From an optimization exercise on the open Yosys and OpenROAD flow, aimed at small area and a short achievable clock period; shortcuts taken in it are not production practice.
In this exercise RTL edits were held to simulation tests only and were not proved equivalent to the original.
Power and IR drop assume default switching activity.

## flow/run.sh

```bash
#!/bin/bash
# synth_recipe.tcl (not shown) runs the flow's synth.tcl, then flattens the netlist and writes it again
# the make line also repeats each setting of config.mk as NAME=value (left out here)
make -C /OpenROAD-flow-scripts/flow DESIGN_CONFIG=/design/flow/config.mk WORK_HOME=/design/flow/orfs CLKGATE_MAP_FILE= SYNTH_SCRIPT=/design/flow/synth_recipe.tcl finish
```

## flow/config.mk

```make
export PLATFORM = sky130hd
export DESIGN_NAME = fb_system
export DESIGN_NICKNAME = fb_system
export VERILOG_FILES = /design/flow/design.v
export SDC_FILE = /design/flow/constraint.sdc
export NUM_CORES = 8
export LEC_CHECK = 0
export CAP_MARGIN = 20
export CELL_PAD_IN_SITES_DETAIL_PLACEMENT = 1
export CELL_PAD_IN_SITES_GLOBAL_PLACEMENT = 2
export CORE_MARGIN = 2
export CORE_UTILIZATION = 35
export SLEW_MARGIN = 20
```

## flow/constraint.sdc

```tcl
create_clock -name core_clock -period 8.5 [get_ports {clock}]
set_input_delay 1.7000 -clock core_clock [delete_from_list [all_inputs] [get_ports {clock}]]
set_output_delay 1.7000 -clock core_clock [all_outputs]
set_load 0.01 [all_outputs]
```

## flow/design.v

```verilog
package fb_pkg;
    typedef logic [3:0] pixel_t;
    typedef logic [9:0] fb_addr_t;
    typedef logic [7:0] fb_count_t;
    localparam int H_ACTIVE = 32;
    localparam int V_ACTIVE = 24;
    localparam int H_TOTAL = 40;
    localparam int V_TOTAL = 28;
    localparam int H_SYNC_FIRST = 34;
    localparam int H_SYNC_LAST = 35;
    localparam int V_SYNC_FIRST = 25;
    localparam int V_SYNC_LAST = 26;
    localparam int FB_PIXELS = H_ACTIVE * V_ACTIVE;
    localparam logic [15:0] PIX_BASE = 16'h0000;
    localparam logic [15:0] CTRL_ADDR = 16'h1000;
    localparam logic [15:0] STATUS_ADDR = 16'h1004;
    localparam logic [1:0] RESP_OKAY = 2'b00;
    typedef struct packed {
        logic        awvalid;
        logic [15:0] awaddr;
        logic        wvalid;
        logic [31:0] wdata;
        logic [3:0]  wstrb;
        logic        bready;
        logic        arvalid;
        logic [15:0] araddr;
        logic        rready;
    } axil_req_t;
    typedef struct packed {
        logic        awready;
        logic        wready;
        logic        bvalid;
        logic [1:0]  bresp;
        logic        arready;
        logic        rvalid;
        logic [31:0] rdata;
        logic [1:0]  rresp;
    } axil_rsp_t;
    typedef enum logic [1:0] {
        fill_idle,
        fill_armed,
        fill_busy
    } fill_state_t;
endpackage
`timescale 1ns/10ps
module fb_bank
(
    input  logic     clock,
    input  logic     we_a,
    input  fb_pkg::fb_addr_t addr_a,
    input  fb_pkg::pixel_t   wdata_a,
    output fb_pkg::pixel_t   rdata_a,
    input  logic     we_b,
    input  fb_pkg::fb_addr_t addr_b,
    input  fb_pkg::pixel_t   wdata_b,
    output fb_pkg::pixel_t   rdata_b
);
    fb_pkg::pixel_t mem [fb_pkg::FB_PIXELS];
    always_ff @(posedge clock) begin
        if (we_a) begin
            mem[addr_a] <= wdata_a;
        end
        if (we_b) begin
            mem[addr_b] <= wdata_b;
        end
        rdata_a <= mem[addr_a];
        rdata_b <= mem[addr_b];
    end
endmodule
`timescale 1ns/10ps
module fb_double_buffer
(
    input  logic     clock,
    input  logic     rst,
    input  logic     vsync,
    input  fb_pkg::fb_addr_t rd1_addr,
    output fb_pkg::pixel_t   rd1_data,
    input  fb_pkg::fb_addr_t rd2_addr,
    output fb_pkg::pixel_t   rd2_data,
    input  logic     wr1_en,
    input  fb_pkg::fb_addr_t wr1_addr,
    input  fb_pkg::pixel_t   wr1_data,
    input  logic     wr2_en,
    input  fb_pkg::fb_addr_t wr2_addr,
    input  fb_pkg::pixel_t   wr2_data,
    output logic     front_sel,
    output logic     swap_pulse
);
    logic   vsync_q;
    logic   front_q;
    fb_pkg::pixel_t bank_rd_a [2];
    fb_pkg::pixel_t bank_rd_b [2];
    always_ff @(posedge clock) begin
        if (rst) begin
            vsync_q <= 1'b0;
            front_sel <= 1'b0;
            front_q <= 1'b0;
            swap_pulse <= 1'b0;
        end else begin
            vsync_q <= vsync;
            swap_pulse <= vsync_q && !vsync;
            if (vsync_q && !vsync) begin
                front_sel <= !front_sel;
            end
            front_q <= front_sel;
        end
    end
    for (genvar gi = 0; gi < 2; gi++) begin : g_bank
        logic is_front;
        assign is_front = (front_sel == 1'(gi));
        fb_bank i_bank (
            .clock   (clock),
            .we_a    (wr1_en && !is_front),
            .addr_a  (is_front ? rd1_addr : wr1_addr),
            .wdata_a (wr1_data),
            .rdata_a (bank_rd_a[gi]),
            .we_b    (wr2_en && !is_front),
            .addr_b  (is_front ? rd2_addr : wr2_addr),
            .wdata_b (wr2_data),
            .rdata_b (bank_rd_b[gi])
        );
    end
    assign rd1_data = bank_rd_a[front_q];
    assign rd2_data = bank_rd_b[front_q];
endmodule
`timescale 1ns/10ps
module scan_timing
(
    input  logic     clock,
    input  logic     rst,
    output fb_pkg::fb_addr_t scan_addr,
    input  fb_pkg::pixel_t   scan_pixel,
    output fb_pkg::pixel_t   pixel_out,
    output logic     pixel_valid,
    output logic     hsync,
    output logic     vsync
);
    logic [5:0] h_cnt;
    logic [4:0] v_cnt;
    logic       active;
    always_ff @(posedge clock) begin
        if (rst) begin
            h_cnt <= '0;
            v_cnt <= '0;
        end else if (h_cnt == 6'(fb_pkg::H_TOTAL - 1)) begin
            h_cnt <= '0;
            v_cnt <= (v_cnt == 5'(fb_pkg::V_TOTAL - 1)) ? '0 : v_cnt + 5'd1;
        end else begin
            h_cnt <= h_cnt + 6'd1;
        end
    end
    assign active = (h_cnt < 6'(fb_pkg::H_ACTIVE)) && (v_cnt < 5'(fb_pkg::V_ACTIVE));
    assign scan_addr = active ? fb_pkg::fb_addr_t'(int'(v_cnt) * fb_pkg::H_ACTIVE + int'(h_cnt)) : '0;
    always_ff @(posedge clock) begin
        if (rst) begin
            pixel_valid <= 1'b0;
            hsync <= 1'b0;
            vsync <= 1'b0;
        end else begin
            pixel_valid <= active;
            hsync <= (h_cnt >= 6'(fb_pkg::H_SYNC_FIRST)) && (h_cnt <= 6'(fb_pkg::H_SYNC_LAST));
            vsync <= (v_cnt >= 5'(fb_pkg::V_SYNC_FIRST)) && (v_cnt <= 5'(fb_pkg::V_SYNC_LAST));
        end
    end
    assign pixel_out = pixel_valid ? scan_pixel : '0;
endmodule
`timescale 1ns/10ps
module fill_engine
(
    input  logic     clock,
    input  logic     rst,
    input  logic     fill_start,
    input  fb_pkg::pixel_t   fill_color,
    input  logic     swap_pulse,
    output logic     fill_we,
    output fb_pkg::fb_addr_t fill_addr,
    output fb_pkg::pixel_t   fill_data,
    output logic     fill_active
);
    fb_pkg::fill_state_t state;
    fb_pkg::fb_addr_t    addr_cnt;
    fb_pkg::pixel_t      color_q;
    always_ff @(posedge clock) begin
        if (rst) begin
            state <= fb_pkg::fill_idle;
            addr_cnt <= '0;
        end else begin
            case (state)
                fb_pkg::fill_idle: begin
                    if (fill_start) begin
                        state <= fb_pkg::fill_armed;
                    end
                end
                fb_pkg::fill_armed: begin
                    addr_cnt <= '0;
                    if (swap_pulse) begin
                        state <= fb_pkg::fill_busy;
                    end
                end
                fb_pkg::fill_busy: begin
                    addr_cnt <= addr_cnt + fb_pkg::fb_addr_t'(1);
                    if (addr_cnt == fb_pkg::fb_addr_t'(fb_pkg::FB_PIXELS - 1)) begin
                        state <= fb_pkg::fill_idle;
                    end
                end
                default: state <= fb_pkg::fill_idle;
            endcase
        end
    end
    always_ff @(posedge clock) begin
        if (state == fb_pkg::fill_idle && fill_start) begin
            color_q <= fill_color;
        end
    end
    assign fill_we = (state == fb_pkg::fill_busy);
    assign fill_addr = addr_cnt;
    assign fill_data = color_q;
    assign fill_active = (state != fb_pkg::fill_idle);
endmodule
`timescale 1ns/10ps
module axil_fb_slave
(
    input  logic      clock,
    input  logic      rst,
    input  fb_pkg::axil_req_t req,
    output fb_pkg::axil_rsp_t rsp,
    output logic      pix_we,
    output fb_pkg::fb_addr_t  pix_waddr,
    output fb_pkg::pixel_t    pix_wdata,
    output fb_pkg::fb_addr_t  pix_raddr,
    input  fb_pkg::pixel_t    pix_rdata,
    input  logic      front_sel,
    input  logic      fill_active,
    input  logic      vsync,
    output logic      fill_start,
    output fb_pkg::pixel_t    fill_color
);
    logic        wr_accept;
    logic        bvalid_q;
    logic        ar_accept;
    logic        rd_pending;
    logic        addr_phase;
    logic        rvalid_q;
    logic        first_beat;
    logic [15:0] rd_addr_q;
    logic [31:0] live_rdata;
    logic [31:0] rdata_hold;
    logic        vsync_q;
    fb_pkg::fb_count_t   frame_cnt;
    function automatic logic pix_hit(input logic [15:0] addr);
        logic [15:0] offs;
        offs = addr - fb_pkg::PIX_BASE;
        pix_hit = (offs[1:0] == 2'b00) && (offs[15:2] < 14'(fb_pkg::FB_PIXELS));
    endfunction
    function automatic fb_pkg::fb_addr_t pix_index(input logic [15:0] addr);
        logic [15:0] offs;
        offs = addr - fb_pkg::PIX_BASE;
        pix_index = offs[11:2];
    endfunction
    assign wr_accept = req.awvalid && req.wvalid && !bvalid_q && !fill_active;
    assign pix_we = wr_accept && req.wstrb[0] && pix_hit(req.awaddr);
    assign pix_waddr = pix_index(req.awaddr);
    assign pix_wdata = req.wdata[3:0];
    assign fill_start = wr_accept && req.wstrb[0] && (req.awaddr == fb_pkg::CTRL_ADDR);
    assign fill_color = req.wdata[3:0];
    always_ff @(posedge clock) begin
        if (rst) begin
            bvalid_q <= 1'b0;
        end else if (wr_accept) begin
            bvalid_q <= 1'b1;
        end else if (req.bready) begin
            bvalid_q <= 1'b0;
        end
    end
    assign ar_accept = req.arvalid && !rd_pending;
    always_ff @(posedge clock) begin
        if (rst) begin
            rd_pending <= 1'b0;
            addr_phase <= 1'b0;
            rvalid_q <= 1'b0;
            first_beat <= 1'b0;
        end else begin
            addr_phase <= ar_accept;
            first_beat <= addr_phase;
            if (ar_accept) begin
                rd_pending <= 1'b1;
            end else if (rvalid_q && req.rready) begin
                rd_pending <= 1'b0;
            end
            if (addr_phase) begin
                rvalid_q <= 1'b1;
            end else if (req.rready) begin
                rvalid_q <= 1'b0;
            end
        end
    end
    always_ff @(posedge clock) begin
        if (ar_accept) begin
            rd_addr_q <= req.araddr;
        end
        if (first_beat) begin
            rdata_hold <= live_rdata;
        end
    end
    assign pix_raddr = pix_index(rd_addr_q);
    always_comb begin
        live_rdata = '0;
        if (pix_hit(rd_addr_q)) begin
            live_rdata[3:0] = pix_rdata;
        end else if (rd_addr_q == fb_pkg::STATUS_ADDR) begin
            live_rdata[0] = front_sel;
            live_rdata[1] = fill_active;
            live_rdata[15:8] = frame_cnt;
        end
    end
    always_ff @(posedge clock) begin
        if (rst) begin
            vsync_q <= 1'b0;
            frame_cnt <= '0;
        end else begin
            vsync_q <= vsync;
            if (vsync_q && !vsync) begin
                frame_cnt <= frame_cnt + fb_pkg::fb_count_t'(1);
            end
        end
    end
    always_comb begin
        rsp = '0;
        rsp.awready = wr_accept;
        rsp.wready = wr_accept;
        rsp.bvalid = bvalid_q;
        rsp.bresp = fb_pkg::RESP_OKAY;
        rsp.arready = !rd_pending;
        rsp.rvalid = rvalid_q;
        rsp.rdata = first_beat ? live_rdata : rdata_hold;
        rsp.rresp = fb_pkg::RESP_OKAY;
    end
endmodule
`timescale 1ns/10ps
module fb_top
(
    input  logic      clock,
    input  logic      rst,
    input  fb_pkg::axil_req_t axil_req,
    output fb_pkg::axil_rsp_t axil_rsp,
    output fb_pkg::pixel_t    pixel_out,
    output logic      pixel_valid,
    output logic      hsync,
    output logic      vsync
);
    logic     pix_we;
    fb_pkg::fb_addr_t pix_waddr;
    fb_pkg::pixel_t   pix_wdata;
    fb_pkg::fb_addr_t pix_raddr;
    fb_pkg::pixel_t   pix_rdata;
    logic     fill_start;
    fb_pkg::pixel_t   fill_color;
    logic     fill_we;
    fb_pkg::fb_addr_t fill_addr;
    fb_pkg::pixel_t   fill_data;
    logic     fill_active;
    fb_pkg::fb_addr_t scan_addr;
    fb_pkg::pixel_t   scan_pixel;
    logic     front_sel;
    logic     swap_pulse;
    axil_fb_slave i_axil_fb_slave (
        .clock       (clock),
        .rst         (rst),
        .req         (axil_req),
        .rsp         (axil_rsp),
        .pix_we      (pix_we),
        .pix_waddr   (pix_waddr),
        .pix_wdata   (pix_wdata),
        .pix_raddr   (pix_raddr),
        .pix_rdata   (pix_rdata),
        .front_sel   (front_sel),
        .fill_active (fill_active),
        .vsync       (vsync),
        .fill_start  (fill_start),
        .fill_color  (fill_color)
    );
    fill_engine i_fill_engine (
        .clock       (clock),
        .rst         (rst),
        .fill_start  (fill_start),
        .fill_color  (fill_color),
        .swap_pulse  (swap_pulse),
        .fill_we     (fill_we),
        .fill_addr   (fill_addr),
        .fill_data   (fill_data),
        .fill_active (fill_active)
    );
    scan_timing i_scan_timing (
        .clock       (clock),
        .rst         (rst),
        .scan_addr   (scan_addr),
        .scan_pixel  (scan_pixel),
        .pixel_out   (pixel_out),
        .pixel_valid (pixel_valid),
        .hsync       (hsync),
        .vsync       (vsync)
    );
    fb_double_buffer i_fb_double_buffer (
        .clock      (clock),
        .rst        (rst),
        .vsync      (vsync),
        .rd1_addr   (scan_addr),
        .rd1_data   (scan_pixel),
        .rd2_addr   (pix_raddr),
        .rd2_data   (pix_rdata),
        .wr1_en     (pix_we),
        .wr1_addr   (pix_waddr),
        .wr1_data   (pix_wdata),
        .wr2_en     (fill_we),
        .wr2_addr   (fill_addr),
        .wr2_data   (fill_data),
        .front_sel  (front_sel),
        .swap_pulse (swap_pulse)
    );
endmodule
`timescale 1ns/10ps
module fb_system
(
    input  logic        clock,
    input  logic        rst,
    input  logic        s_awvalid,
    input  logic [15:0] s_awaddr,
    output logic        s_awready,
    input  logic        s_wvalid,
    input  logic [31:0] s_wdata,
    input  logic [3:0]  s_wstrb,
    output logic        s_wready,
    output logic        s_bvalid,
    output logic [1:0]  s_bresp,
    input  logic        s_bready,
    input  logic        s_arvalid,
    input  logic [15:0] s_araddr,
    output logic        s_arready,
    output logic        s_rvalid,
    output logic [31:0] s_rdata,
    output logic [1:0]  s_rresp,
    input  logic        s_rready,
    output logic [3:0]  pixel_out,
    output logic        pixel_valid,
    output logic        hsync,
    output logic        vsync
);
    fb_pkg::axil_req_t req;
    fb_pkg::axil_rsp_t rsp;
    always_comb begin
        req.awvalid = s_awvalid;
        req.awaddr = s_awaddr;
        req.wvalid = s_wvalid;
        req.wdata = s_wdata;
        req.wstrb = s_wstrb;
        req.bready = s_bready;
        req.arvalid = s_arvalid;
        req.araddr = s_araddr;
        req.rready = s_rready;
    end
    assign s_awready = rsp.awready;
    assign s_wready = rsp.wready;
    assign s_bvalid = rsp.bvalid;
    assign s_bresp = rsp.bresp;
    assign s_arready = rsp.arready;
    assign s_rvalid = rsp.rvalid;
    assign s_rdata = rsp.rdata;
    assign s_rresp = rsp.rresp;
    fb_top i_fb_top (
        .clock       (clock),
        .rst         (rst),
        .axil_req    (req),
        .axil_rsp    (rsp),
        .pixel_out   (pixel_out),
        .pixel_valid (pixel_valid),
        .hsync       (hsync),
        .vsync       (vsync)
    );
endmodule
```

==> results_tabular.tex <==
\begin{tabular}{lr}
\hline
Metric & Value \\
\hline
\multicolumn{2}{l}{\textbf{Min path}} \\
\quad Start point of the worst hold path & i\_fb\_top.i\_axil\_fb\_slave.addr\_phase \\
\quad Depth of the worst hold-timing path & 1 \\
\quad Min-delay worst type & reg2reg \\
\quad Endpoint, Worst Hold & i\_fb\_top.i\_axil\_fb\_slave.first\_beat \\
\multicolumn{2}{l}{\textbf{Place}} \\
\quad Port-buffer cells & 87 \\
\quad Final estimated routing congestion in global placement & 0.8777 \\
\quad Half-perimeter wire length after placement & 930000 µm \\
\multicolumn{2}{l}{\textbf{Floorplanning}} \\
\quad Total die area & 881900 µm² \\
\quad Die Height & 939.1 µm \\
\quad Count of standard-cell rows & 343 \\
\quad Core ar. & 872100 µm² \\
\quad Initial core utilization & 35.10\% \\
\quad Top Ports & 123 \\
\quad Chip width & 939.1 µm \\
\multicolumn{2}{l}{\textbf{Detailed routing}} \\
\quad Total wirelength of the detailed-routed design & 1440000 µm \\
\quad Number of remaining DRC errors & 0 \\
\quad Initial DRT Pass Iterations & 8 \\
\quad Count of nets left with antenna violations after detail routing & 0 \\
\quad Iteration-0 DRC count of the detailed router & 29520 \\
\quad Post-detailed-route via-to-cell ratio & 6.266 \\
\quad Average wire per cell in the routed design & 39.42 µm \\
\quad Routed via count & 228900 \\
\multicolumn{2}{l}{\textbf{Worst setup path}} \\
\quad Worst setup path class & reg2reg \\
\quad Most used cell along the critical path & buf\_4 \\
\quad Series of cell instances along the critical path & buf\_4 -> inv\_2 -> a2bb2oi\_4 -> nand2\_8 -> buf\_12 -> o221ai\_1 -> a31oi\_1 -> o21ai\_0 -> nand4b\_1 -> nor4\_2 -> buf\_4 -> nor4\_2 -> buf\_4 -> o21ai\_1 \\
\quad Cell with the largest stage delay on the worst path & nor4\_2 \\
\quad Worst reg2reg path depth & 14 \\
\quad Delay of the slowest critical-path stage & 0.87 ns \\
\quad Arr. time, crit path & 8.13 ns \\
\quad Type of element launching the critical path & register \\
\quad Worst r2r src & i\_fb\_top.i\_fb\_double\_buffer.front\_sel \\
\quad Setup slack, reg-to-reg & 1.46 ns \\
\quad Worst Path Max Fanout & 51 \\
\quad Worst Path Required & 9.59 ns \\
\quad Endpoint class of the critical path & register \\
\multicolumn{2}{l}{\textbf{Power and ir drop}} \\
\quad Leakage power total & 0.1140 µW \\
\quad Highest ir drop seen on vdd & 0.1918 mV \\
\quad Net switching power of the design & 18580 µW \\
\quad Fraction of power spent switching nets & 25.63\% \\
\quad Cell internal pwr & 53910 µW \\
\quad Pwr Total & 72490 µW \\
\quad Clock network fraction of total power & 44.8\% \\
\quad Comb pwr share & 8.4\% \\
\quad Seq pwr share & 46.8\% \\
\quad Power per unit of standard cell area & 208.6 nW/µm² \\
\multicolumn{2}{l}{\textbf{Clocking}} \\
\quad Post-CTS repair timing setup buffer count & 0 \\
\quad Number of buffers between clock root and the deepest sink & 4 \\
\quad H-Tree Depth & 6 \\
\quad CTS resizes & 0 \\
\quad Number of sinks on the clock net & 6255 \\
\quad Total CTS buffers & 731 \\
\quad CTS tree & built \\
\quad Clock slew seen by the registers of the worst setup and hold paths & 0.06 ns \\
\quad Clock latency at the later pin of the worst-skew pair & 1.18 ns \\
\quad Clock root buffer master & clkbuf\_16 \\
\quad Number of hold buffers added after cts & 0 \\
\multicolumn{2}{l}{\textbf{Global routing}} \\
\quad Via count of the first global-routing pass & 226400 \\
\quad Total gr overflow & 0 \\
\quad GRT Max-Usage Layer & met2 \\
\quad Met1 global-route usage & 45.84\% \\
\quad Aggregate global-route resource usage & 31.56\% \\
\quad Met2 usage & 47.13\% \\
\quad GR met3 Demand/Resource & 6.731\% \\
\quad First-pass GRT wire length & 1958000 µm \\
\quad Largest net degree at the start of global routing & 209 \\
\quad Antenna violations before repair & 232 \\
\multicolumn{2}{l}{\textbf{STA}} \\
\quad Share of the cycle needed by the critical path after routing & 82.82\% \\
\quad Transition time at the pin with the least slew margin & 1.290 ns \\
\quad Max-slew violation total from the final report & 0 \\
\quad Final Skew & 0.1014 ns \\
\quad Hold Vio Cnt, Final & 0 \\
\quad Minimum clock period & 7.040 ns \\
\quad Worst slew margin relative to its limit & 13.98\% \\
\quad Final setup violation count & 0 \\
\quad Max Fclk & 0.1421 GHz \\
\quad Setup TNS Final & 0 ns \\
\quad RSZ-0062 raised after global routing & false \\
\multicolumn{2}{l}{\textbf{Logic synthesis}} \\
\quad Number of unique standard cell types used by synthesis & 95 \\
\quad Post-Synth XOR/XNOR Area & 0.05723\% \\
\quad Post-synthesis compound-gate area fraction & 5.948\% \\
\quad Leading cell types by total area after synthesis & edfxtp\_1 (60\%), mux4\_2 (11\%), nand2\_1 (7.4\%), nand3\_1 (3.4\%), mux2i\_1 (3.3\%) \\
\quad Post-synth top area cell & edfxtp\_1 \\
\quad Mux contribution to synthesized area & 14.73\% \\
\quad Adder-Cell Fraction of Synth Area & 0.04497\% \\
\quad Mean instance size in the synthesized netlist & 12.48 µm² \\
\quad Proportion of netlist area held by the largest area contributor & 60.48\% \\
\quad Post-synth EDFFs & 6164 \\
\quad Syn. warnings & 8 \\
\quad Main combinational cell family by area after synthesis & simple AND/OR/NAND/NOR gates \\
\quad Area fraction in and, or, nand and nor cells after synthesis & 14.78\% \\
\quad Number of synthesized register bits & 6255 \\
\quad Most numerous cell in the Yosys netlist & edfxtp\_1 \\
\quad Top cell types by occurrence after synthesis & edfxtp\_1 (6164), nand2\_1 (6026), nand3\_1 (2109) \\
\quad FFs w/ async S/R, synth & 0\% \\
\quad Primary flip-flop cell chosen by synthesis mapping & edfxtp\_1 \\
\quad Mapped Cells & 24530 \\
\quad Synth Cell Area & 306100 µm² \\
\quad Sequential element share of the synthesized area & 61.07\% \\
\multicolumn{2}{l}{\textbf{Outcome}} \\
\quad Status & complete, no violations \\
\multicolumn{2}{l}{\textbf{Job}} \\
\quad MaxCap Viol Count & 0 \\
\multicolumn{2}{l}{\textbf{Final layout}} \\
\quad Synth-to-layout area growth & 13.56\% \\
\quad Share of cells above drive strength 1 & 15.43\% \\
\quad Number of nets in the finished design & 24360 \\
\hline
\end{tabular}
-- sequential cells by signal (all words and copies together), names as in the netlist, 2 cells and up --
signal and count:
i_fb_top.i_axil_fb_slave.frame_cnt 8, i_fb_top.i_axil_fb_slave.rd_addr_q 16, i_fb_top.i_axil_fb_slave.rdata_hold 32, i_fb_top.i_fb_double_buffer.g_bank.i_bank.mem 6144
i_fb_top.i_fb_double_buffer.g_bank.i_bank.rdata_a 8, i_fb_top.i_fb_double_buffer.g_bank.i_bank.rdata_b 8, i_fb_top.i_fill_engine.addr_cnt 10, i_fb_top.i_fill_engine.color_q 4
i_fb_top.i_fill_engine.state 2, i_fb_top.i_scan_timing.h_cnt 6, i_fb_top.i_scan_timing.v_cnt 5
-- worst max-delay path: cells and delay by family (launching register included) --
| kind | cells | cell delay [ns] |
|---|---|---|
| buffers and inverters | 5 | 2.20 |
| flip-flops | 1 | 0.66 |
| AO/OA/AOI/OAI | 5 | 1.95 |
| AND/OR/NAND/NOR | 4 | 1.77 |
-- worst max-delay path by stage --
stage                                               start  endpoint  slack, ns
finish              i_fb_top.i_fb_double_buffer.front_sel  register       1.46
global route        i_fb_top.i_fb_double_buffer.front_sel  register       1.59
CTS                 i_fb_top.i_fb_double_buffer.front_sel  register       1.68
detailed placement                            s_awaddr[3]  register       0.76
global placement                              s_awaddr[3]  register       0.79
floorplan           i_fb_top.i_fb_double_buffer.front_sel  register      -4.24
-- kinds of logic after synthesis --
family | after synthesis
flip-flops | 6255
XOR/XNOR | 20
multiplexers | 2573
other | 1
adder cells (fa/ha/maj) | 11
AO/OA/AOI/OAI | 2766
AND/OR/NAND/NOR | 10800
buffers and inverters | 2106
-- placed cells by master (no fill, tap or decap), drive strengths merged, types with 140 or more instances in the layout --
cell type,count
nand4,140
mux2i,1009
nand3,2109
edfxtp,6164
nor2,1770
a311oi,189
buf,979
o21ai,260
clkinv,341
a31oi,394
clkbuf,864
and3,288
mux4,1541
a21oi,907
nor3,222
nand2,6027
o22ai,197
o221ai,264
-- power groups by stage --
stage / sequential, µW / clock [µW] / combinational, µW
floorplan: 34900 / 0 / 3180
global placement: 34600 / 0 / 5930
detailed placement: 34600 / 0 / 5970
CTS: 33900 / 32800 / 5980
global route: 33900 / 33900 / 6300
finish: 34000 / 32400 / 6090
-- final cells by class --
class,count,area (µm²)
diodes,95,237.7
clock buffers,864,18910
clock inverters,473,5230
fillers,90380,524500
inverters,45,168.9
multi-input cells,16180,110500
flip-flops and latches,6255,186900
well taps,11560,14460
repair buffers,1065,11090
-- routing by layer --
layer	up-vias	wire, µm
li1	92530	-
met3	2098	140300
met4	60	52900
met5	-	393
met2	11740	628400
met1	122500	617900
-- through the flow --
stage | instances | worst slack, ns | instance area, µm² | utilization [%] | hold WS, ns
after floorplan | 24540 | -4.236 | 306100 | - | 0.4290
after global placement | 35090 | 0.7891 | 322900 | 37.03 | 0.4537
after detailed placement | 35090 | 0.7573 | 323100 | 37.05 | 0.4591
after CTS | 36430 | 1.678 | 347200 | 39.82 | 0.4677
after global routing | 36440 | 1.594 | 347300 | 39.83 | 0.4791
final | 36530 | 1.460 | 347600 | 39.86 | 0.4624

-- afterwards: timing with drivers on the ports --
In the flow no input, the clock included, has a driving cell. The finished layout below was timed again as built, in two steps. Step 1 (the two cells are an assumption about what drives the block):
set clk [get_ports {clock}]
set_driving_cell -lib_cell sky130_fd_sc_hd__clkbuf_16 $clk
set_driving_cell -lib_cell sky130_fd_sc_hd__buf_2 [delete_from_list [all_inputs] $clk]
Step 2 times the ports against the registers' clock, not the clock port: input delays grow and output delays shrink by t, the midpoint of the rising clock arrivals with the driver on. a / b / c = no drivers / after step 1 / after step 2; a / b = the first two.
t (ns): 1.282
setup WS [ns]: 1.460 / 1.460 / 0.473
hold WS [ns]: 0.462 / 0.462 / 0.462
slew at the worst register clock pin (ns): 0.07 / 0.07
After both steps this run still meets setup and hold. For this run, drivers alone change the setup slack by 0.000 ns; drivers and shift together by -0.987 ns.
